Source: an optimization exercise on an open RTL-to-GDS flow (aim: a short achievable clock period and few clock cycles). Production flows keep margins and buffers that such runs may drop.
Function was checked by simulation only, so behaviour that the tests miss may differ from the original.
No activity file was given, so power comes from the tool's default toggle rates.

==> design.v <==
package cpu_types_pkg;
  typedef logic [32-1:0] word_t;
  typedef logic [5-1:0] regbits_t;
  typedef enum logic [5:0] {
    RTYPE = 6'h00,
    J     = 6'h02,
    BEQ   = 6'h04,
    BNE   = 6'h05,
    ADDIU = 6'h09,
    ORI   = 6'h0d,
    LUI   = 6'h0f,
    LW    = 6'h23,
    SW    = 6'h2b,
    HALT  = 6'h3f
  } opcode_t;
  typedef enum logic [5:0] {
    ADDU = 6'h21,
    SUBU = 6'h23,
    AND  = 6'h24,
    OR   = 6'h25,
    SLT  = 6'h2a
  } funct_t;
  typedef enum logic [2:0] {
    ALU_ADD = 3'd0,
    ALU_SUB = 3'd1,
    ALU_AND = 3'd2,
    ALU_OR  = 3'd3,
    ALU_SLT = 3'd4,
    ALU_LUI = 3'd5
  } alu_op_t;
  typedef struct packed {
    logic     reg_wen;
    regbits_t dest;
    alu_op_t  alu_op;
    logic     alu_src_imm;
    logic     ext_sign;
    logic     mem_ren;
    logic     mem_wen;
    logic     beq;
    logic     bne;
    logic     jump;
    logic     halt;
  } ctrl_t;
  typedef struct packed {
    logic  valid;
    word_t instr;
    word_t pc_plus4;
  } fd_t;
  typedef struct packed {
    logic        valid;
    ctrl_t       ctrl;
    word_t       rdat1;
    word_t       rdat2;
    word_t       ext_imm;
    logic [25:0] jidx;
    word_t       pc_plus4;
  } de_t;
  typedef struct packed {
    logic  valid;
    ctrl_t ctrl;
    word_t alu_out;
    logic  zero;
    word_t store_data;
    word_t branch_target;
    word_t jump_target;
  } em_t;
  typedef struct packed {
    logic     valid;
    logic     reg_wen;
    regbits_t dest;
    word_t    wdat;
    logic     halt;
  } mw_t;
endpackage
module fetch_incr (
  input  logic [29:0] pc,
  output logic [29:0] pc4,
  output logic [21:0] hi_p1,
  output logic [21:0] hi_m1
);
  assign pc4   = pc + 30'd1;
  assign hi_p1 = pc[29:8] + 22'd1;
  assign hi_m1 = pc[29:8] - 22'd1;
endmodule
module fetch_next (
  input  logic [29:0] pc,
  input  logic [29:0] pc4,
  input  logic [21:0] hi_p1,
  input  logic [21:0] hi_m1,
  input  logic [31:0] instr,
  input  logic        ihit,
  input  logic        stall,
  input  logic        halt,
  input  logic        mispredict,
  input  logic [29:0] alt,
  output logic [29:0] pc_next,
  output logic        redir
);
  logic [5:0]  op;
  logic        is_j, is_beq, is_bne, rseq, pred, short_off, adv;
  logic [9:0]  lo;
  logic [21:0] hi_sel;
  logic [29:0] btgt, jtgt;
  logic        s_mis, s_j, s_b, s_seq, s_hold;
  assign op        = instr[31:26];
  assign is_j      = (op == 6'h02);
  assign is_beq    = (op == 6'h04);
  assign is_bne    = (op == 6'h05);
  assign rseq      = (instr[25:21] == instr[20:16]);
  assign pred      = (is_beq & rseq) | (is_bne & ~rseq);
  assign short_off = (instr[15:7] == 9'h000) | (instr[15:7] == 9'h1ff);
  assign redir     = pred & short_off;
  assign lo      = {pc[7:0], 1'b1} + {instr[7:0], 1'b1};
  assign hi_sel  = ({22{~instr[7] &  lo[9]}} & hi_p1) |
                   ({22{ instr[7] & ~lo[9]}} & hi_m1) |
                   ({22{~(instr[7] ^ lo[9])}} & pc[29:8]);
  assign btgt    = {hi_sel, lo[8:1]};
  assign jtgt    = {pc4[29:26], instr[25:0]};
  assign adv     = ihit & ~stall & ~halt;
  assign s_mis   = mispredict;
  assign s_j     = ~mispredict & adv & is_j;
  assign s_b     = ~mispredict & adv & ~is_j & redir;
  assign s_seq   = ~mispredict & adv & ~is_j & ~redir;
  assign s_hold  = ~mispredict & ~adv;
  assign pc_next = ({30{s_mis}} & alt) | ({30{s_j}} & jtgt) | ({30{s_b}} & btgt) |
                   ({30{s_seq}} & pc4) | ({30{s_hold}} & pc);
endmodule
module exec_lo (
  input  logic [15:0] a,
  input  logic [15:0] b,
  input  logic        op_add,
  input  logic        op_sub,
  input  logic        op_and,
  input  logic        op_or,
  input  logic        a_fe,
  input  logic        b_fe,
  input  logic [15:0] a_oth,
  input  logic [15:0] b_oth,
  output logic [15:0] res,
  output logic        carry,
  output logic        eq,
  output logic [15:0] a_nx,
  output logic [15:0] b_nx
);
  logic [16:0] sum, dif;
  assign sum   = {1'b0, a} + {1'b0, b};
  assign dif   = {1'b0, a} + {1'b0, ~b} + 17'd1;
  assign carry = op_sub ? dif[16] : sum[16];
  assign res   = ({16{op_add}} & sum[15:0]) | ({16{op_sub}} & dif[15:0]) |
                 ({16{op_and}} & (a & b)) | ({16{op_or}} & (a | b));
  assign eq    = (a == b);
  assign a_nx  = a_fe ? res : a_oth;
  assign b_nx  = b_fe ? res : b_oth;
endmodule
module exec_hi (
  input  logic [15:0] a,
  input  logic [15:0] b,
  input  logic        cin,
  input  logic        op_add,
  input  logic        op_sub,
  input  logic        op_and,
  input  logic        op_or,
  input  logic        a_fe,
  input  logic        b_fe,
  input  logic [15:0] a_oth,
  input  logic [15:0] b_oth,
  output logic [15:0] res,
  output logic        lt,
  output logic        eq,
  output logic [15:0] a_nx,
  output logic [15:0] b_nx
);
  logic [15:0] sum, dif;
  assign sum  = a + b + {15'd0, cin};
  assign dif  = a + ~b + {15'd0, cin};
  assign lt   = (a[15] ^ b[15]) ? a[15] : dif[15];
  assign res  = ({16{op_add}} & sum) | ({16{op_sub}} & dif) |
                ({16{op_and}} & (a & b)) | ({16{op_or}} & (a | b));
  assign eq   = (a == b);
  assign a_nx = a_fe ? res : a_oth;
  assign b_nx = b_fe ? res : b_oth;
endmodule
module pipeline_cpu #(
  parameter logic [32-1:0] PC_INIT = 32'h0000_0000
) (
  input  logic  CLK,
  input  logic  nRST,
  output logic  imem_ren,
  output logic [32-1:0] imem_addr,
  input  logic [32-1:0] imem_load,
  input  logic  ihit,
  output logic  dmem_ren,
  output logic  dmem_wen,
  output logic [32-1:0] dmem_addr,
  output logic [32-1:0] dmem_store,
  input  logic [32-1:0] dmem_load,
  input  logic  dhit,
  output logic  halt
);
  logic [29:0] pc;
  logic        fd_valid;
  logic [31:0] fd_instr;
  logic [29:0] fd_pc4;
  logic        fd_pred;
  logic        x1_valid;
  logic        x1_wen;
  logic [4:0]  x1_dest, x1_rs, x1_rt;
  logic        x1_add, x1_sub, x1_and, x1_or, x1_subr, x1_slt;
  logic        x1_load, x1_store, x1_beq, x1_bne, x1_pred, x1_halt;
  logic        x1_a_zero, x1_b_reg;
  logic [15:0] x1_a_lo, x1_b_lo, x1_bimm_hi;
  logic [29:0] x1_alt;
  logic        x2_valid;
  logic        x2_wen;
  logic [4:0]  x2_dest, x2_rt;
  logic        x2_add, x2_sub, x2_and, x2_or, x2_slt;
  logic        x2_load, x2_store, x2_beq, x2_bne, x2_pred, x2_halt;
  logic [15:0] x2_a_hi, x2_b_hi, x2_res_lo;
  logic        x2_carry, x2_eq_lo;
  logic [29:0] x2_alt;
  logic        em_valid;
  logic        em_wen;
  logic [4:0]  em_dest;
  logic        em_load, em_store;
  logic [31:0] em_res;
  logic [31:0] em_sdata;
  logic [31:0] regs [1:31];
  logic        freeze;
  logic        d_stall;
  logic        mispredict;
  logic [31:0] m_wdata;
  logic [29:0] pc4, pc_next;
  logic [21:0] pc_hi_p1, pc_hi_m1;
  logic        f_redir;
  assign imem_ren  = ~halt;
  assign imem_addr = {pc, 2'b00};
  fetch_incr u_incr (.pc, .pc4, .hi_p1(pc_hi_p1), .hi_m1(pc_hi_m1));
  fetch_next u_next (
    .pc, .pc4, .hi_p1(pc_hi_p1), .hi_m1(pc_hi_m1), .instr(imem_load), .ihit,
    .stall(d_stall), .halt, .mispredict, .alt(x2_alt),
    .pc_next, .redir(f_redir)
  );
  always_ff @(posedge CLK or negedge nRST) begin
    if (!nRST) begin
      pc <= PC_INIT[31:2];
    end else if (!freeze) begin
      pc <= pc_next;
    end
  end
  always_ff @(posedge CLK or negedge nRST) begin
    if (!nRST) begin
      fd_valid <= 1'b0;
    end else if (!freeze) begin
      if (mispredict) fd_valid <= 1'b0;
      else if (!d_stall) fd_valid <= ihit & ~halt;
    end
  end
  always_ff @(posedge CLK) begin
    if (!freeze && !d_stall) begin
      fd_instr <= imem_load;
      fd_pc4   <= pc4;
      fd_pred  <= f_redir;
    end
  end
  logic [5:0]  op, fn;
  logic [4:0]  rs, rt, rd;
  logic [15:0] imm;
  logic        d_r, d_fn_ok;
  logic        d_add, d_sub, d_and, d_or, d_subr, d_slt;
  logic        d_wen;
  logic [4:0]  d_dest;
  logic        d_use_rs, d_use_rt;
  logic        d_load, d_store, d_beq, d_bne, d_halt, d_lui, d_ori;
  logic        d_b_reg;
  logic [15:0] d_bimm_lo, d_bimm_hi;
  logic [29:0] d_btgt;
  assign op  = fd_instr[31:26];
  assign fn  = fd_instr[5:0];
  assign rs  = fd_instr[25:21];
  assign rt  = fd_instr[20:16];
  assign rd  = fd_instr[15:11];
  assign imm = fd_instr[15:0];
  always_comb begin
    d_r     = (op == 6'h00);
    d_fn_ok = d_r & (fn == 6'h21 || fn == 6'h23 || fn == 6'h24 || fn == 6'h25 || fn == 6'h2a);
    d_load  = (op == 6'h23);
    d_store = (op == 6'h2b);
    d_beq   = (op == 6'h04);
    d_bne   = (op == 6'h05);
    d_halt  = (op == 6'h3f);
    d_lui   = (op == 6'h0f);
    d_ori   = (op == 6'h0d);
    d_slt   = d_r & (fn == 6'h2a);
    d_subr  = d_r & (fn == 6'h23);
    d_sub   = d_subr | d_slt;
    d_and   = d_r & (fn == 6'h24);
    d_or    = (d_r & fn == 6'h25) | d_ori;
    d_add   = ~(d_sub | d_and | d_or);
    if (d_fn_ok) begin
      d_wen  = 1'b1;
      d_dest = rd;
    end else begin
      d_wen  = (op == 6'h09) | d_ori | d_lui | d_load;
      d_dest = rt;
    end
    if (d_dest == 5'd0) d_wen = 1'b0;
    d_b_reg  = d_r | d_beq | d_bne;
    d_use_rs = d_fn_ok | (op == 6'h09) | d_ori | d_load | d_store | d_beq | d_bne;
    d_use_rt = d_fn_ok | d_beq | d_bne;
    if (d_lui) begin
      d_bimm_lo = 16'h0000;
      d_bimm_hi = imm;
    end else begin
      d_bimm_lo = imm;
      d_bimm_hi = d_ori ? 16'h0000 : {16{imm[15]}};
    end
  end
  logic        e1_rs, e1_rt, e2_rs, e2_rt, e3_rs, e3_rt;
  logic [15:0] x2_lo_val, d_rs_lo, d_rt_lo, d_a_oth, d_b_oth;
  logic        d_a_fe, d_b_fe;
  logic [15:0] x1_res, x1_a_nx, x1_b_nx;
  logic        x1_carry, x1_eq;
  logic        x2_lt;
  assign e1_rs = x1_valid & x1_wen & (x1_dest == rs);
  assign e1_rt = x1_valid & x1_wen & (x1_dest == rt);
  assign e2_rs = x2_valid & x2_wen & (x2_dest == rs);
  assign e2_rt = x2_valid & x2_wen & (x2_dest == rt);
  assign e3_rs = em_valid & em_wen & (em_dest == rs);
  assign e3_rt = em_valid & em_wen & (em_dest == rt);
  assign x2_lo_val = x2_slt ? {15'd0, x2_lt} : x2_res_lo;
  assign d_rs_lo = e2_rs ? x2_lo_val : e3_rs ? m_wdata[15:0] :
                   (rs == 5'd0) ? 16'd0 : regs[rs][15:0];
  assign d_rt_lo = e2_rt ? x2_lo_val : e3_rt ? m_wdata[15:0] :
                   (rt == 5'd0) ? 16'd0 : regs[rt][15:0];
  assign d_a_oth = d_lui ? 16'd0 : d_rs_lo;
  assign d_a_fe  = e1_rs & ~d_lui;
  assign d_b_oth = d_b_reg ? d_rt_lo : d_bimm_lo;
  assign d_b_fe  = e1_rt & d_b_reg;
  assign d_btgt = fd_pc4 + {{14{imm[15]}}, imm};
  assign d_stall = fd_valid &
                   ((d_use_rs & ((e1_rs & (x1_load | x1_slt)) | (e2_rs & x2_load))) |
                    (d_use_rt & ((e1_rt & (x1_load | x1_slt)) | (e2_rt & x2_load))));
  always_ff @(posedge CLK or negedge nRST) begin
    if (!nRST) begin
      x1_valid <= 1'b0;
    end else if (!freeze) begin
      x1_valid <= fd_valid & ~d_stall & ~mispredict;
    end
  end
  always_ff @(posedge CLK) begin
    if (!freeze) begin
      x1_wen     <= d_wen;
      x1_dest    <= d_dest;
      x1_rs      <= rs;
      x1_rt      <= rt;
      x1_add     <= d_add;
      x1_sub     <= d_sub;
      x1_and     <= d_and;
      x1_or      <= d_or;
      x1_subr    <= d_subr;
      x1_slt     <= d_slt;
      x1_load    <= d_load;
      x1_store   <= d_store;
      x1_beq     <= d_beq;
      x1_bne     <= d_bne;
      x1_pred    <= fd_pred;
      x1_halt    <= d_halt;
      x1_a_zero  <= d_lui;
      x1_b_reg   <= d_b_reg;
      x1_a_lo    <= x1_a_nx;
      x1_b_lo    <= x1_b_nx;
      x1_bimm_hi <= d_bimm_hi;
      x1_alt     <= fd_pred ? fd_pc4 : d_btgt;
    end
  end
  exec_lo u_lo (
    .a(x1_a_lo), .b(x1_b_lo), .op_add(x1_add), .op_sub(x1_sub), .op_and(x1_and),
    .op_or(x1_or), .a_fe(d_a_fe), .b_fe(d_b_fe), .a_oth(d_a_oth), .b_oth(d_b_oth),
    .res(x1_res), .carry(x1_carry), .eq(x1_eq), .a_nx(x1_a_nx), .b_nx(x1_b_nx)
  );
  logic        h2_rs, h2_rt, h3_rs, h3_rt;
  logic [15:0] x1_rs_hi, x1_rt_hi, x1_a_hoth, x1_b_hoth;
  logic        x1_a_hfe, x1_b_hfe;
  logic [15:0] x2_res_hi, x2_a_nx, x2_b_nx;
  logic        x2_eq_hi;
  assign h2_rs = x2_valid & x2_wen & (x2_dest == x1_rs);
  assign h2_rt = x2_valid & x2_wen & (x2_dest == x1_rt);
  assign h3_rs = em_valid & em_wen & (em_dest == x1_rs);
  assign h3_rt = em_valid & em_wen & (em_dest == x1_rt);
  assign x1_rs_hi  = h3_rs ? m_wdata[31:16] : (x1_rs == 5'd0) ? 16'd0 : regs[x1_rs][31:16];
  assign x1_rt_hi  = h3_rt ? m_wdata[31:16] : (x1_rt == 5'd0) ? 16'd0 : regs[x1_rt][31:16];
  assign x1_a_hoth = x1_a_zero ? 16'd0 : x1_rs_hi;
  assign x1_a_hfe  = h2_rs & ~x1_a_zero;
  assign x1_b_hoth = x1_b_reg ? x1_rt_hi : x1_bimm_hi;
  assign x1_b_hfe  = h2_rt & x1_b_reg;
  always_ff @(posedge CLK or negedge nRST) begin
    if (!nRST) begin
      x2_valid <= 1'b0;
    end else if (!freeze) begin
      x2_valid <= x1_valid & ~mispredict;
    end
  end
  always_ff @(posedge CLK) begin
    if (!freeze) begin
      x2_wen    <= x1_wen;
      x2_dest   <= x1_dest;
      x2_rt     <= x1_rt;
      x2_add    <= x1_add;
      x2_sub    <= x1_subr;
      x2_and    <= x1_and;
      x2_or     <= x1_or;
      x2_slt    <= x1_slt;
      x2_load   <= x1_load;
      x2_store  <= x1_store;
      x2_beq    <= x1_beq;
      x2_bne    <= x1_bne;
      x2_pred   <= x1_pred;
      x2_halt   <= x1_halt;
      x2_a_hi   <= x2_a_nx;
      x2_b_hi   <= x2_b_nx;
      x2_res_lo <= x1_res;
      x2_carry  <= x1_carry;
      x2_eq_lo  <= x1_eq;
      x2_alt    <= x1_alt;
    end
  end
  exec_hi u_hi (
    .a(x2_a_hi), .b(x2_b_hi), .cin(x2_carry), .op_add(x2_add), .op_sub(x2_sub),
    .op_and(x2_and), .op_or(x2_or), .a_fe(x1_a_hfe), .b_fe(x1_b_hfe),
    .a_oth(x1_a_hoth), .b_oth(x1_b_hoth), .res(x2_res_hi), .lt(x2_lt), .eq(x2_eq_hi),
    .a_nx(x2_a_nx), .b_nx(x2_b_nx)
  );
  logic x2_taken;
  assign x2_taken   = x2_beq ? (x2_eq_lo & x2_eq_hi) : ~(x2_eq_lo & x2_eq_hi);
  assign mispredict = x2_valid & (x2_beq | x2_bne) & (x2_taken ^ x2_pred);
  logic        s3_rt;
  logic [31:0] x2_sdata;
  assign s3_rt    = em_valid & em_wen & (em_dest == x2_rt);
  assign x2_sdata = s3_rt ? m_wdata : (x2_rt == 5'd0) ? 32'd0 : regs[x2_rt];
  always_ff @(posedge CLK or negedge nRST) begin
    if (!nRST) begin
      em_valid <= 1'b0;
    end else if (!freeze) begin
      em_valid <= x2_valid;
    end
  end
  always_ff @(posedge CLK) begin
    if (!freeze) begin
      em_wen   <= x2_wen;
      em_dest  <= x2_dest;
      em_load  <= x2_load;
      em_store <= x2_store;
      em_res   <= {x2_res_hi, x2_lo_val};
      em_sdata <= x2_sdata;
    end
  end
  assign dmem_addr  = em_res;
  assign dmem_store = em_sdata;
  assign dmem_ren   = em_valid & em_load & ~halt;
  assign dmem_wen   = em_valid & em_store & ~halt;
  assign freeze     = (dmem_ren | dmem_wen) & ~dhit;
  assign m_wdata    = em_load ? dmem_load : em_res;
  always_ff @(posedge CLK) begin
    if (em_valid && em_wen) regs[em_dest] <= m_wdata;
  end
  always_ff @(posedge CLK or negedge nRST) begin
    if (!nRST) begin
      halt <= 1'b0;
    end else begin
      halt <= halt | (x2_valid & x2_halt & ~freeze);
    end
  end
endmodule
==> run.sh <==
#!/bin/bash
# synth_recipe.tcl (not shown) runs the flow's synth.tcl, then flattens the netlist and writes it again
# the make line also repeats each setting of config.mk as NAME=value (left out here)
make -C /OpenROAD-flow-scripts/flow DESIGN_CONFIG=/design/flow/config.mk WORK_HOME=/design/flow/orfs CLKGATE_MAP_FILE= SYNTH_SCRIPT=/design/flow/synth_recipe.tcl finish
==> config.mk <==
export PLATFORM = sky130hd
export DESIGN_NAME = pipeline_cpu
export DESIGN_NICKNAME = pipeline_cpu
export VERILOG_FILES = /design/flow/design.v
export SDC_FILE = /design/flow/constraint.sdc
export NUM_CORES = 4
export LEC_CHECK = 0
export CAP_MARGIN = 20
export CORE_MARGIN = 2
export CORE_UTILIZATION = 40
export SETUP_SLACK_MARGIN = 3.0
export SLEW_MARGIN = 20
export SYNTH_HIERARCHICAL = 1
==> constraint.sdc <==
create_clock -name core_clock -period 5.5 [get_ports {CLK}]
set_input_delay 1.1000 -clock core_clock [delete_from_list [all_inputs] [get_ports {CLK}]]
set_output_delay 1.1000 -clock core_clock [all_outputs]
set_load 0.01 [all_outputs]
==> results of run 1 <==
[modules after synthesis, one instance, submodules excluded]
module        cell area (sq um)  flops+latches  copies in the design  cells
pipeline_cpu              71150           1397                     1   4076
exec_lo                    2634              0                     1    418
exec_hi                    2550              0                     1    401
fetch_next                 1944              0                     1    335
fetch_incr                 1469              0                     1    207
[repair_timing]
action / in CTS / in global routing
setup buffers: 432 / 176
hold buffers: 0 / 0
pin swaps: 210 / 242
gates cloned: 53 / 33
resized for setup: 1184 / 398
setup endpoints to repair: 1607 / 706
[worst max-delay path: stages (launching register included)]
cell and delay (ns):
edfxtp_1 0.42, inv_2 0.09, ha_4 0.20, or4_4 0.56, nor3_4 0.19, nand2_2 0.15, xnor2_2 0.17, and2_4 0.15
o21a_4 0.21, buf_12 0.13, or3_4 0.37, or3b_4 0.40, o211ai_1 0.20, nand2_1 0.08, nand2_1 0.08
[cell usage after synthesis (83+ instances only)]
library cell | count | share of area [%]
xnor2_1 | 122 | 1.3
edfxtp_1 | 1337 | 50
ha_1 | 136 | 2.1
clkbuf_1 | 241 | 1.1
inv_1 | 186 | 0.88
nand3_1 | 121 | 0.76
a211oi_1 | 171 | 1.6
o21ai_0 | 83 | 0.52
a21oi_1 | 350 | 2.2
mux4_2 | 816 | 23
nor2_1 | 349 | 1.6
nand2_1 | 331 | 1.6
mux2i_1 | 215 | 2.7
buf_2 | 114 | 0.72
[layer usage]
| metal | vias up | track usage [%] | wire length (um) |
|---|---|---|---|
| met2 | 4342 | 44.18 | 140000 |
| met5 | - | 0 | 55 |
| li1 | 23562 | - | - |
| met1 | 30384 | 37.27 | 108900 |
| met4 | 8 | 16.31 | 20470 |
| met3 | 906 | 6.244 | 34630 |
[power by group]
part	total, mW	switching, mW	internal [mW]
clock network	10.6	4.53	6.09
registers	13.2	0.333	12.9
logic	6.43	3.85	2.58
total	30.2	8.71	21.5
[path summary, 6_finish.rpt]
kind | startpoint | end | slack [ns] | cells past startpoint
max in group asynchronous | nRST | pc[27]$_DFFE_PN0N_ | 4.80 | 2
worst max-delay path | x2_a_hi[10]$_DFFE_PN_ | pc[4]$_DFFE_PN0N_ | 2.02 | 14
min in group core_clock | x1_alt[15]$_DFFE_PN_ | x2_alt[15]$_DFFE_PN_ | 0.41 | 0
worst min register to register | x1_alt[15]$_DFFE_PN_ | x2_alt[15]$_DFFE_PN_ | 0.41 | 0
worst max register to register | x2_a_hi[10]$_DFFE_PN_ | pc[4]$_DFFE_PN0N_ | 2.02 | 14
worst min-delay path | nRST | halt$_DFF_PN0_ | 0.18 | 1
[final cells by class]
class | instances | share of cell area [%]
clock buffers | 199 | 4.268
flip-flops and latches | 1397 | 40.60
well taps | 2640 | 3.220
clock inverters | 86 | 0.7038
diodes | 5 | 0.01220
multi-input cells | 3421 | 38.64
inverters | 192 | 0.8014
repair inverters | 13 | 0.1464
repair buffers | 1012 | 11.61
[metrics by stage]
step           setup WS (ns)  util [%]
2_1_floorplan          2.129         -
3_3_place_gp           1.215     42.89
3_5_place_dp           1.180     42.90
4_1_cts                2.012     49.80
5_1_grt                1.908     51.85
6_report               2.021     51.85
[logic make-up after synthesis]
| group | after synthesis | synth area share [%] |
|---|---|---|
| and+or+nand+nor | 1083 | 6.348 |
| xor gates and xnor gates | 170 | 1.867 |
| other | 1 | 0.004702 |
| muxes | 1068 | 26.31 |
| buffers and inverters | 622 | 3.381 |
| adders and majority gates | 145 | 2.360 |
| AOI/OAI and AO/OA | 951 | 7.656 |
| DFF | 1397 | 52.07 |
==> impl_metrics.ini, run 1 <==
[die]
die_area_sq_mm = 0.2030
die_w_um = 450.5
rows = 163
pin_count = 168
initial_utilization_pct = 40.31
core_area_sq_mm = 0.1978
chipHeight_um = 450.5

[clock_network]
cts_max_path_buffers = 3
clock_latency_ns = 0.84
cts.clk_slew.worst_paths_ns = 0.07
cts_made_buffers = 157
htree_num_levels = 4
clkSinkCount = 1397
ctsRootBufferMaster = clkbuf_16
cts_tree = built

[placed_design]
hpwl_um = 168400
gp_congestion = 0.8900
placed_cell_area_sq_mm = 0.08487
dp_cells = 7979
numPortBuffers = 165

[timing]
hold_viol_final = 0
slew_headroom_pct = 24.60
fin_crit_sh_pct = 63.25
slew_viol_final = 0
clock.fmax_mhz = 287.5
setup_viol = 0
fin_crit_ns = 3.479
fin_skew_ns = 0.04157
tightest_slew_ns = 1.127
rsz0062_at_grt = true
fin_hold_ws_ns = 0.1779
tns_ns = 0

[final_layout]
nets = 6407
mostFrequentLayoutCell = edfxtp_1
mostFrequentLayoutCells = edfxtp_1 (1337), mux4_2 (816), buf_4 (475)
registers.top_by_ff_count = regs
finalInstanceArea_sq_mm = 0.1026
finalNonFillerCells = 8965
regArea_sq_mm = 0.04164
area_delta_synth_final_pct = 28.62
drive_above_1_share_pct = 43.45
largest_register_ffs = 992
multi_input_area_sq_mm = 0.03964
fillers = 15992

[drt]
drtIter0Drc = 8203
routed_wl_um = 304000
vias = 59202
dr.pass1.iters = 10
antenna_left = 0
wl_per_cell_um = 33.91
viasPerCell = 6.604
drcViolationCount = 0

[yosys]
synth-seq-cells = 1397
synth_flop_cell = edfxtp_1
synth-edff-count = 1337
synth-async-reset-ratio_pct = 2.505
ys_types = 108
netlist_instances = 5437
avgSynthCellArea_sq_um = 14.67
syn_area_sq_mm = 0.07975
ys_seq_area_share_pct = 52.07
ys_warn_count = 7

[setup_path]
startpoint_type = flop
worst-path-max-fanout = 5
end_kind = flop
path_class = flop to flop
worstPathRequired_ns = 6.26
crit_arrival_ns = 4.24

[grt]
grt_start_max_net_pins = 87
grt_usage_pct = 28.56
grt_pass1_vias = 56648
grt_pass1_wl_um = 417700
antenna_found_initial = 12
globalRouteOverflowTotal = 0

[power]
pwr_density_cell_mw_per_mm2 = 294.9
power_mw = 30.25
p_leak_nw = 35.70
ir_worst_vdd_mv = 0.3155

[worst_hold_path]
min_path_type = input port to async pin

[status]
status = timing/DRC/antenna clean

[run]
drv_cap = 0
Testbench counts, summed over its fixed seeds: cycles 67,525.
==> run 2: changes to the inputs <==
--- a/design.v
+++ b/design.v
@@ -200,7 +200,7 @@
   logic [29:0] pc;
   logic        fd_valid;
   logic [31:0] fd_instr;
-  logic [29:0] fd_pc4;
+  logic [29:0] fd_pc, fd_pc4;
   logic        fd_pred;
   logic        x1_valid;
   logic        x1_wen;
@@ -209,7 +209,8 @@
   logic        x1_load, x1_store, x1_beq, x1_bne, x1_pred, x1_halt;
   logic        x1_a_zero, x1_b_reg;
   logic [15:0] x1_a_lo, x1_b_lo, x1_bimm_hi;
-  logic [29:0] x1_alt;
+  logic [29:0] x1_pc, x1_pc4;
+  logic [15:0] x1_imm;
   logic        x2_valid;
   logic        x2_wen;
   logic [4:0]  x2_dest, x2_rt;
@@ -217,15 +218,24 @@
   logic        x2_load, x2_store, x2_beq, x2_bne, x2_pred, x2_halt;
   logic [15:0] x2_a_hi, x2_b_hi, x2_res_lo;
   logic        x2_carry, x2_eq_lo;
-  logic [29:0] x2_alt;
+  logic [29:0] x2_pc, x2_pc4;
+  logic [15:0] x2_alt_lo;
+  logic        x2_alt_c, x2_imm_s;
+  logic        misp_r;
+  logic [29:0] alt_r;
   logic        em_valid;
   logic        em_wen;
   logic [4:0]  em_dest;
   logic        em_load, em_store;
   logic [31:0] em_res;
   logic [31:0] em_sdata;
+  logic [29:0] em_pc;
+  logic        rp_r;
+  logic [29:0] rp_pc;
   logic [31:0] regs [1:31];
-  logic        freeze;
+  logic        m_miss;
+  logic        redir_r;
+  logic [29:0] redir_pc;
   logic        d_stall;
   logic        mispredict;
   logic [31:0] m_wdata;
@@ -237,27 +247,30 @@
   fetch_incr u_incr (.pc, .pc4, .hi_p1(pc_hi_p1), .hi_m1(pc_hi_m1));
   fetch_next u_next (
     .pc, .pc4, .hi_p1(pc_hi_p1), .hi_m1(pc_hi_m1), .instr(imem_load), .ihit,
-    .stall(d_stall), .halt, .mispredict, .alt(x2_alt),
+    .stall(d_stall), .halt, .mispredict(redir_r), .alt(redir_pc),
     .pc_next, .redir(f_redir)
   );
+  assign redir_r  = rp_r | misp_r;
+  assign redir_pc = rp_r ? rp_pc : alt_r;
   always_ff @(posedge CLK or negedge nRST) begin
     if (!nRST) begin
       pc <= PC_INIT[31:2];
-    end else if (!freeze) begin
+    end else begin
       pc <= pc_next;
     end
   end
   always_ff @(posedge CLK or negedge nRST) begin
     if (!nRST) begin
       fd_valid <= 1'b0;
-    end else if (!freeze) begin
-      if (mispredict) fd_valid <= 1'b0;
+    end else begin
+      if (redir_r || m_miss) fd_valid <= 1'b0;
       else if (!d_stall) fd_valid <= ihit & ~halt;
     end
   end
   always_ff @(posedge CLK) begin
-    if (!freeze && !d_stall) begin
+    if (!d_stall) begin
       fd_instr <= imem_load;
+      fd_pc    <= pc;
       fd_pc4   <= pc4;
       fd_pred  <= f_redir;
     end
@@ -273,7 +286,6 @@
   logic        d_load, d_store, d_beq, d_bne, d_halt, d_lui, d_ori;
   logic        d_b_reg;
   logic [15:0] d_bimm_lo, d_bimm_hi;
-  logic [29:0] d_btgt;
   assign op  = fd_instr[31:26];
   assign fn  = fd_instr[5:0];
   assign rs  = fd_instr[25:21];
@@ -336,19 +348,18 @@
   assign d_a_fe  = e1_rs & ~d_lui;
   assign d_b_oth = d_b_reg ? d_rt_lo : d_bimm_lo;
   assign d_b_fe  = e1_rt & d_b_reg;
-  assign d_btgt = fd_pc4 + {{14{imm[15]}}, imm};
   assign d_stall = fd_valid &
                    ((d_use_rs & ((e1_rs & (x1_load | x1_slt)) | (e2_rs & x2_load))) |
                     (d_use_rt & ((e1_rt & (x1_load | x1_slt)) | (e2_rt & x2_load))));
   always_ff @(posedge CLK or negedge nRST) begin
     if (!nRST) begin
       x1_valid <= 1'b0;
-    end else if (!freeze) begin
-      x1_valid <= fd_valid & ~d_stall & ~mispredict;
+    end else begin
+      x1_valid <= fd_valid & ~d_stall & ~redir_r & ~m_miss;
     end
   end
   always_ff @(posedge CLK) begin
-    if (!freeze) begin
+    begin
       x1_wen     <= d_wen;
       x1_dest    <= d_dest;
       x1_rs      <= rs;
@@ -370,7 +381,9 @@
       x1_a_lo    <= x1_a_nx;
       x1_b_lo    <= x1_b_nx;
       x1_bimm_hi <= d_bimm_hi;
-      x1_alt     <= fd_pred ? fd_pc4 : d_btgt;
+      x1_pc      <= fd_pc;
+      x1_pc4     <= fd_pc4;
+      x1_imm     <= imm;
     end
   end
   exec_lo u_lo (
@@ -378,6 +391,8 @@
     .op_or(x1_or), .a_fe(d_a_fe), .b_fe(d_b_fe), .a_oth(d_a_oth), .b_oth(d_b_oth),
     .res(x1_res), .carry(x1_carry), .eq(x1_eq), .a_nx(x1_a_nx), .b_nx(x1_b_nx)
   );
+  logic [16:0] x1_alt_lo;
+  assign x1_alt_lo = {1'b0, x1_pc4[15:0]} + {1'b0, x1_imm};
   logic        h2_rs, h2_rt, h3_rs, h3_rt;
   logic [15:0] x1_rs_hi, x1_rt_hi, x1_a_hoth, x1_b_hoth;
   logic        x1_a_hfe, x1_b_hfe;
@@ -396,12 +411,12 @@
   always_ff @(posedge CLK or negedge nRST) begin
     if (!nRST) begin
       x2_valid <= 1'b0;
-    end else if (!freeze) begin
-      x2_valid <= x1_valid & ~mispredict;
+    end else begin
+      x2_valid <= x1_valid & ~redir_r & ~m_miss;
     end
   end
   always_ff @(posedge CLK) begin
-    if (!freeze) begin
+    begin
       x2_wen    <= x1_wen;
       x2_dest   <= x1_dest;
       x2_rt     <= x1_rt;
@@ -421,7 +436,11 @@
       x2_res_lo <= x1_res;
       x2_carry  <= x1_carry;
       x2_eq_lo  <= x1_eq;
-      x2_alt    <= x1_alt;
+      x2_pc     <= x1_pc;
+      x2_pc4    <= x1_pc4;
+      x2_alt_lo <= x1_alt_lo[15:0];
+      x2_alt_c  <= x1_alt_lo[16];
+      x2_imm_s  <= x1_imm[15];
     end
   end
   exec_hi u_hi (
@@ -430,9 +449,28 @@
     .a_oth(x1_a_hoth), .b_oth(x1_b_hoth), .res(x2_res_hi), .lt(x2_lt), .eq(x2_eq_hi),
     .a_nx(x2_a_nx), .b_nx(x2_b_nx)
   );
-  logic x2_taken;
+  logic        x2_taken;
+  logic [13:0] x2_hi, x2_hi_p1, x2_hi_m1, x2_alt_hi;
+  logic [29:0] x2_alt;
   assign x2_taken   = x2_beq ? (x2_eq_lo & x2_eq_hi) : ~(x2_eq_lo & x2_eq_hi);
-  assign mispredict = x2_valid & (x2_beq | x2_bne) & (x2_taken ^ x2_pred);
+  assign mispredict = x2_valid & ~redir_r & (x2_beq | x2_bne) & (x2_taken ^ x2_pred);
+  assign x2_hi     = x2_pc4[29:16];
+  assign x2_hi_p1  = x2_hi + 14'd1;
+  assign x2_hi_m1  = x2_hi - 14'd1;
+  assign x2_alt_hi = ({14{~x2_imm_s &  x2_alt_c}} & x2_hi_p1) |
+                     ({14{ x2_imm_s & ~x2_alt_c}} & x2_hi_m1) |
+                     ({14{~(x2_imm_s ^ x2_alt_c)}} & x2_hi);
+  assign x2_alt    = x2_pred ? x2_pc4 : {x2_alt_hi, x2_alt_lo};
+  always_ff @(posedge CLK or negedge nRST) begin
+    if (!nRST) begin
+      misp_r <= 1'b0;
+    end else begin
+      misp_r <= mispredict & ~m_miss;
+    end
+  end
+  always_ff @(posedge CLK) begin
+    alt_r <= x2_alt;
+  end
   logic        s3_rt;
   logic [31:0] x2_sdata;
   assign s3_rt    = em_valid & em_wen & (em_dest == x2_rt);
@@ -440,34 +478,45 @@
   always_ff @(posedge CLK or negedge nRST) begin
     if (!nRST) begin
       em_valid <= 1'b0;
-    end else if (!freeze) begin
-      em_valid <= x2_valid;
+    end else begin
+      em_valid <= x2_valid & ~redir_r & ~m_miss;
     end
   end
   always_ff @(posedge CLK) begin
-    if (!freeze) begin
+    begin
       em_wen   <= x2_wen;
       em_dest  <= x2_dest;
       em_load  <= x2_load;
       em_store <= x2_store;
       em_res   <= {x2_res_hi, x2_lo_val};
       em_sdata <= x2_sdata;
+      em_pc    <= x2_pc;
     end
   end
   assign dmem_addr  = em_res;
   assign dmem_store = em_sdata;
   assign dmem_ren   = em_valid & em_load & ~halt;
   assign dmem_wen   = em_valid & em_store & ~halt;
-  assign freeze     = (dmem_ren | dmem_wen) & ~dhit;
+  assign m_miss     = (dmem_ren | dmem_wen) & ~dhit;
   assign m_wdata    = em_load ? dmem_load : em_res;
   always_ff @(posedge CLK) begin
-    if (em_valid && em_wen) regs[em_dest] <= m_wdata;
+    if (em_valid && em_wen && !(em_load && !dhit)) regs[em_dest] <= m_wdata;
+  end
+  always_ff @(posedge CLK or negedge nRST) begin
+    if (!nRST) begin
+      rp_r <= 1'b0;
+    end else begin
+      rp_r <= m_miss;
+    end
+  end
+  always_ff @(posedge CLK) begin
+    rp_pc <= em_pc;
   end
   always_ff @(posedge CLK or negedge nRST) begin
     if (!nRST) begin
       halt <= 1'b0;
     end else begin
-      halt <= halt | (x2_valid & x2_halt & ~freeze);
+      halt <= halt | (x2_valid & ~redir_r & x2_halt & ~m_miss);
     end
   end
 endmodule
==> flow/run.sh (new file) <==
#!/bin/bash
# Standard layout, except that the port buffers are buf_4 cells instead of the
# smallest buffer the resizer would pick. Every tool's output goes to a log here.
set -e
cp standard.sh standard_sh_copy.log
export BUFFER_PORTS_ARGS="-buffer_cell sky130_fd_sc_hd__buf_4"
bash standard.sh > standard_flow.log 2>&1
==> standard.sh (new file) <==
#!/bin/bash
# synth_recipe.tcl (not shown) runs the flow's synth.tcl, then flattens the netlist and writes it again
# the make line also repeats each setting of config.mk as NAME=value (left out here)
make -C /OpenROAD-flow-scripts/flow DESIGN_CONFIG=/design/flow/config.mk WORK_HOME=/design/flow/orfs CLKGATE_MAP_FILE= SYNTH_SCRIPT=/design/flow/synth_recipe.tcl "${@:-finish}"
removed: run.sh
==> impl_metrics.ini, run 2 <==
[yosys]
synth_flop_cell = edfxtp_1
avgSynthCellArea_sq_um = 13.54
synthTopCellsByCount = edfxtp_1 (1085), mux4_2 (537), dfxtp_1 (476)
synth-edff-count = 1085
synth_area_leaders = edfxtp_1 (40%), mux4_2 (15%), dfxtp_1 (12%)
ys_types = 114
ys_seq_area_share_pct = 53.10
netlist_instances = 5986
ys_warn_count = 7
netlist.area_leader.share_pct = 40.20
synth-async-reset-ratio_pct = 2.315
synth-seq-cells = 1598
syn_area_sq_mm = 0.08104
yosys.area.top_type = edfxtp_1
yosys.cell_count.top_type = edfxtp_1

[die]
pin_count = 168
initial_utilization_pct = 40.18
core_area_sq_mm = 0.2017
rows = 165
die_area_sq_mm = 0.2062
die_w_um = 454.1
chipHeight_um = 454.1

[setup_path]
rrSetupSlack_ns = 2.26
worst-path-max-fanout = 3
r2r_cells = 15
rr_endpoint = x1_a_lo[0]$_DFF_P_
cpMaxStageDelayCell = fa_2
end_kind = flop
startpoint_type = flop
path_cells = inv_2, fa_2, o21bai_4, a211o_1, o21bai_2, a21boi_2, nor2_1, o21ai_1, a221oi_2, fa_2, mux2_4, nand2b_1, o221ai_1, nor2_1, a21oi_1
r2r_start = x2_carry$_DFF_P_
path_buf_inv = 1
critPathMaxStageDelay_ns = 0.45
crit_arrival_ns = 3.90
worstPathRequired_ns = 6.16
cp_top_family = compound AO/OA/AOI/OAI gates
path_class = flop to flop

[drt]
drtIter0Drc = 8332
dr.pass1.iters = 8
routed_wl_um = 309900
drcViolationCount = 0
vias = 61160
antenna_left = 0
wl_met1_um = 116900
wl_per_cell_um = 33.20
dr.max_layer_used = met5
met2_length_um = 138500
viasPerCell = 6.553
met3_length_um = 32500

[clock_network]
cts_made_buffers = 166
cts_hold_buf = 0
cts_max_path_buffers = 3
clock_latency_ns = 0.85
htree_num_levels = 4
clkSinkCount = 1598
ctsRootBufferMaster = clkbuf_16
cts_tree = built
cts.clk_slew.worst_paths_ns = 0.07

[final_layout]
largest_register_ffs = 992
mostFrequentLayoutCell = edfxtp_1
nets = 6720
registers.top_by_ff_count = regs
area_delta_synth_final_pct = 23.09
drive_above_1_share_pct = 35.11
mostFrequentLayoutCells = edfxtp_1 (1085), buf_4 (571), mux4_2 (537)

[grt]
antenna_found_initial = 7
grt_pass1_wl_um = 428500
grt_pass1_vias = 58153
grt_start_max_net_pins = 53
grt_usage_pct = 28.88
globalRouteOverflowTotal = 0

[run]
drv_cap = 0

[timing]
setup_viol = 0
tightest_slew_ns = 1.082
fin_skew_ns = 0.04814
slew_viol_final = 0
clock.fmax_mhz = 308.7
tns_ns = 0
fin_hold_ws_ns = 0.2611
rsz0062_at_grt = true
finalWorstSetupSlack_ns = 2.261
slew_headroom_pct = 27.76
fin_crit_sh_pct = 58.89
hold_viol_final = 0
fin_crit_ns = 3.239

[power]
pwr_density_cell_mw_per_mm2 = 372.6
ir_worst_vdd_mv = 0.3518
p_leak_nw = 35.82

[placed_design]
hpwl_um = 191700
dpl_worst_slack_ns = 1.387
numPortBuffers = 165
gp_congestion = 0.9131

[worst_hold_path]
min_path_type = input port to async pin

[status]
status = timing/DRC/antenna clean
run 2: modules after synthesis (local to each module, per instance):
module        cells inside  area (sq um)
fetch_next             335          1944
fetch_incr             207          1469
exec_lo                434          2663
pipeline_cpu          4609         72410
exec_hi                401          2550
run 2: what timing repair did:
item	CTS	global route
pin swaps	124	106
endpoints found under the setup margin	1732	505
setup buffers	320	115
endpoints found under the hold margin	0	0
cloned	36	16
gates resized for setup	582	285
run 2: worst max-delay path by stage:
stage,slack (ns),start,cells after the start,to
finish,2.26,x2_carry$_DFF_P_,15,x1_a_lo[0]$_DFF_P_
global route,2.23,x2_carry$_DFF_P_,15,x1_a_lo[0]$_DFF_P_
CTS,2.30,x2_carry$_DFF_P_,15,x1_a_lo[0]$_DFF_P_
detailed placement,1.39,imem_load[2],12,pc[28]$_DFF_PN0_
global placement,1.39,imem_load[0],14,pc[28]$_DFF_PN0_
floorplan,2.22,imem_load[0],14,pc[9]$_DFF_PN0_
run 2: cell families after synthesis:
| kind of cell | synth area share [%] |
|---|---|
| compound gates | 10.03 |
| xor+xnor | 1.762 |
| fa+ha+maj | 2.183 |
| buf+inv | 3.866 |
| flops | 53.10 |
| mux | 22.06 |
| other cells | 0.004627 |
| simple gates | 6.991 |
run 2: layout make-up:
type                    instances  area, sq um
fillers                     17047       101900
repair inverters                9        65.06
multi-input cells            3729        37820
flip-flops and latches       1598        43270
diodes                          5        12.51
clock inverters                88         1054
inverters                     201        818.3
well taps                    2672         3343
repair buffers                811         8658
clock buffers                 220         4710
run 2: power breakdown:
| group | total, mW | internal [mW] | switching (mW) | leakage (nW) |
|---|---|---|---|---|
| logic | 9.18 | 3.68 | 5.51 | 18.6 |
| registers | 16.0 | 15.1 | 0.856 | 14.4 |
| clock network | 12.0 | 6.96 | 5.05 | 2.82 |
run 2: through the flow:
stage | cells | cell area [sq um] | power [mW] | utilization (%)
global route | 9328 | 99740 | 38.35 | 49.45
finish | 9333 | 99760 | 37.17 | 49.46
global placement | 8532 | 85330 | 23.39 | 42.31
detailed placement | 8533 | 85350 | 23.46 | 42.32
floorplan | 5987 | 81620 | 20.59 | -
CTS | 9197 | 97170 | 36.64 | 48.18
run 2: worst reg2reg max path, stage by stage (launching register included):
cell and delay (ns):
dfxtp_2 0.32, inv_2 0.04, fa_2 0.42, o21bai_4 0.18, a211o_1 0.26, o21bai_2 0.11
a21boi_2 0.18, nor2_1 0.07, o21ai_1 0.18, a221oi_2 0.10, fa_2 0.45, mux2_4 0.33
nand2b_1 0.08, o221ai_1 0.09, nor2_1 0.20, a21oi_1 0.07
run 2: routing by layer:
layer	up-vias	global-route usage [%]
met4	4	16.61
met1	31200	38.12
met2	4220	44.36
met5	-	0
met3	917	5.812
li1	24819	-
Testbench counts of run 2, summed over its fixed seeds: cycles 68,506.
==> run 3: changes to the inputs <==
--- a/design.v
+++ b/design.v
@@ -340,17 +340,17 @@
   assign e3_rs = em_valid & em_wen & (em_dest == rs);
   assign e3_rt = em_valid & em_wen & (em_dest == rt);
   assign x2_lo_val = x2_slt ? {15'd0, x2_lt} : x2_res_lo;
-  assign d_rs_lo = e2_rs ? x2_lo_val : e3_rs ? m_wdata[15:0] :
+  assign d_rs_lo = e2_rs ? x2_res_lo : e3_rs ? m_wdata[15:0] :
                    (rs == 5'd0) ? 16'd0 : regs[rs][15:0];
-  assign d_rt_lo = e2_rt ? x2_lo_val : e3_rt ? m_wdata[15:0] :
+  assign d_rt_lo = e2_rt ? x2_res_lo : e3_rt ? m_wdata[15:0] :
                    (rt == 5'd0) ? 16'd0 : regs[rt][15:0];
   assign d_a_oth = d_lui ? 16'd0 : d_rs_lo;
   assign d_a_fe  = e1_rs & ~d_lui;
   assign d_b_oth = d_b_reg ? d_rt_lo : d_bimm_lo;
   assign d_b_fe  = e1_rt & d_b_reg;
   assign d_stall = fd_valid &
-                   ((d_use_rs & ((e1_rs & (x1_load | x1_slt)) | (e2_rs & x2_load))) |
-                    (d_use_rt & ((e1_rt & (x1_load | x1_slt)) | (e2_rt & x2_load))));
+                   ((d_use_rs & ((e1_rs & (x1_load | x1_slt)) | (e2_rs & (x2_load | x2_slt)))) |
+                    (d_use_rt & ((e1_rt & (x1_load | x1_slt)) | (e2_rt & (x2_load | x2_slt)))));
   always_ff @(posedge CLK or negedge nRST) begin
     if (!nRST) begin
       x1_valid <= 1'b0;
==> impl_metrics.ini, run 3 <==
[final_layout]
area_delta_synth_final_pct = 26.25
registers.top_by_ff_count = regs
largest_register_ffs = 992
drive_above_1_share_pct = 38.06
nets = 6697
mostFrequentLayoutCells = edfxtp_1 (1085), buf_4 (555), mux4_2 (545)
final_util_pct = 50.90
mostFrequentLayoutCell = edfxtp_1

[timing]
tightest_slew_ns = 1.166
tns_ns = 0
setup_viol = 0
clock.fmax_mhz = 336.4
fin_crit_ns = 2.973
hold_viol_final = 0
fin_skew_ns = 0.03304
rsz0062_at_grt = true
slew_headroom_pct = 20.01
fin_crit_sh_pct = 54.05
slew_viol_final = 0

[clock_network]
cts_made_buffers = 166
cts.clk_slew.worst_paths_ns = 0.07
ctsRootBufferMaster = clkbuf_16
clkSinkCount = 1598
clock_latency_ns = 0.86
htree_num_levels = 4
cts_tree = built
cts_hold_buf = 0
cts_max_path_buffers = 3

[setup_path]
path_buf_inv = 1
rr_endpoint = x2_b_hi[15]$_DFF_P_
critPathMaxStageDelay_ns = 0.66
rrSetupSlack_ns = 2.53
r2r_cells = 8
worst-path-max-fanout = 21
r2r_start = x1_rt[3]$_DFF_P_
crit_arrival_ns = 3.68
crit_top_cell = nor2_1
startpoint_type = flop
end_kind = flop
path_cells = buf_4, nand2b_2, o22ai_1, nor2_1, o2111ai_1, o221ai_1, nor2_1, a31oi_1
worstPathRequired_ns = 6.21
cp_top_family = compound AO/OA/AOI/OAI gates
path_class = flop to flop
cpMaxStageDelayCell = o2111ai_1

[placed_design]
numPortBuffers = 165
hpwl_um = 190600
gp_congestion = 0.9738

[grt]
grt_pass1_vias = 58641
grt_usage_pct = 29.29
grt_util_met2_pct = 44.88
gr-usage-met3_pct = 6.325
grt_start_max_net_pins = 66
globalRouteOverflowTotal = 0
grt_pass1_wl_um = 434400
antenna_found_initial = 11
met1_usage_pct = 37.90
grt_busiest_layer = met2

[yosys]
synth-seq-cells = 1598
avgSynthCellArea_sq_um = 13.59
synth_flop_cell = edfxtp_1
netlist.area_leader.share_pct = 40.35
synth-edff-count = 1085
synth-async-reset-ratio_pct = 2.315
ys_types = 106
ys_warn_count = 7
netlist_instances = 5941
yosys.area.top_type = edfxtp_1
synthTopCellsByCount = edfxtp_1 (1085), mux4_2 (545), dfxtp_1 (476)
syn_area_sq_mm = 0.08074
yosys.cell_count.top_type = edfxtp_1
ys_seq_area_share_pct = 53.30
synth_area_leaders = edfxtp_1 (40%), mux4_2 (15%), dfxtp_1 (12%)

[power]
p_leak_nw = 36.36
ir_worst_vdd_mv = 0.3116
pwr_density_cell_mw_per_mm2 = 360.0
power_mw = 36.70

[drt]
routed_wl_um = 311100
drtIter0Drc = 8614
wl_per_cell_um = 33.48
antenna_left = 0
vias = 60807
dr.pass1.iters = 7
viasPerCell = 6.543
drcViolationCount = 0

[die]
rows = 164
chipHeight_um = 453.3
pin_count = 168
core_area_sq_mm = 0.2003
initial_utilization_pct = 40.32
die_w_um = 453.3
die_area_sq_mm = 0.2055

[run]
drv_cap = 0

[worst_hold_path]
min_path_type = input port to async pin

[status]
status = timing/DRC/antenna clean
==> run 3: cell count changes in the layout (fill, tap and decap cells not counted), sizes merged, moves of 22 or more <==
cell / change
a21oi: -48
o21ai: -48
buf: +37
and3: +22
o22ai: -22
==> run 3: how the worst max path moves through the flow <==
stage / slack (ns) / from / endpoint / cells past startpoint
after floorplan: 2.22 / imem_load[0] / pc[9]$_DFF_PN0_ / 14
after global placement: 1.35 / imem_load[2] / pc[28]$_DFF_PN0_ / 12
after detailed placement: 1.34 / imem_load[2] / pc[12]$_DFF_PN0_ / 12
after CTS: 2.52 / x2_b_hi[4]$_DFF_P_ / x2_b_hi[15]$_DFF_P_ / 13
after global routing: 2.43 / x2_a_hi[6]$_DFF_P_ / x2_b_hi[15]$_DFF_P_ / 13
final: 2.53 / x1_rt[3]$_DFF_P_ / x2_b_hi[15]$_DFF_P_ / 8
==> run 3: repair_timing <==
action                     4_1_cts  5_1_grt
setup endpoints to repair     1659      455
gates cloned                    42       16
pin swaps                      210      149
resized for setup              859      333
setup buffers                  357      115
==> run 3: Yosys stat by module (local to each module, per instance) <==
| module | cells | area [sq um] | times used |
|---|---|---|---|
| exec_hi | 401 | 2550 | 1 |
| exec_lo | 434 | 2663 | 1 |
| fetch_incr | 207 | 1469 | 1 |
| pipeline_cpu | 4564 | 72120 | 1 |
| fetch_next | 335 | 1944 | 1 |
==> run 3: metrics by stage <==
step | hold slack (ns) | worst slack (ns) | cell area, sq um | cells
after detailed placement | 0.3121 | 1.336 | 85170 | 8450
after floorplan | 0.3096 | 2.221 | 81270 | 5942
after global routing | 0.2884 | 2.434 | 101900 | 9291
after CTS | 0.2519 | 2.523 | 98950 | 9158
after global placement | 0.3098 | 1.349 | 85160 | 8449
final | 0.2659 | 2.527 | 101900 | 9293
==> run 3: final cells by class <==
cell class / count / area, sq um
fill: 16713 / 98330
sequential: 1598 / 43260
multi-input combinational: 3667 / 39500
timing repair buffer: 845 / 9394
clock buffer: 231 / 4697
tap: 2656 / 3323
clock inverter: 78 / 875.8
inverter: 209 / 847.1
timing repair inverter: 6 / 45.04
antenna: 3 / 7.507
==> run 3: cell families after synthesis <==
| kind of cell | share of synthesized area, % |
|---|---|
| flops | 53.30 |
| compound gates | 9.989 |
| simple gates | 6.925 |
| mux | 22.16 |
| buf+inv | 3.682 |
| xor+xnor | 1.746 |
| fa+ha+maj | 2.191 |
| other cells | 0.004644 |
==> run 3: where the power goes <==
part | total, mW | switching, mW | internal, mW
combinational | 9.24 | 5.51 | 3.73
clock | 11.6 | 5.10 | 6.48
sequential | 15.9 | 0.816 | 15.1
total | 36.7 | 11.4 | 25.3
==> run 3: layer usage <==
| metal | share of wire (%) | wire length, um | vias to the layer above |
|---|---|---|---|
| met5 | 0.012 | 38 | - |
| met2 | 45 | 139800 | 4221 |
| met3 | 11 | 33290 | 941 |
| met1 | 37 | 114500 | 30934 |
| li1 | - | - | 24705 |
| met4 | 7.5 | 23480 | 6 |
Testbench counts of run 3, summed over its fixed seeds: cycles 69,773.

==> what the ideal ports hide <==
In the flow no input, the clock included, has a driving cell. The finished layouts below were timed again as built, in two steps. Step 1: set_driving_cell puts a clkbuf_16 on CLK and a buf_2 on each other input, an assumption about the parent block. Step 2 times the ports against the registers' clock, not the clock port: input delays grow and output delays shrink by t, the midpoint of the rising clock arrivals with the driver on. a / b / c = ideal ports / drivers / drivers and shift; a / b = the first two.
| run | t (ns) | setup WS [ns] | hold slack, ns | slew at the worst register clock pin (ns) | cell pins on the clock port's net |
|---|---|---|---|---|---|
| run 1 | 0.901 | 2.021 / 2.021 / 1.195 | 0.178 / 0.120 / 0.408 | 0.07 / 0.07 | 1 |
| run 2 | 0.913 | 2.261 / 2.261 / 1.907 | 0.261 / 0.195 / 0.319 | 0.07 / 0.07 | 1 |
| run 3 | 0.924 | 2.527 / 2.527 / 1.752 | 0.266 / 0.203 / 0.312 | 0.07 / 0.07 | 1 |
After both steps setup and hold are still met in every run listed. For run 1, which loses most, drivers alone change the setup slack by 0.000 ns; drivers and shift together by -0.826 ns.
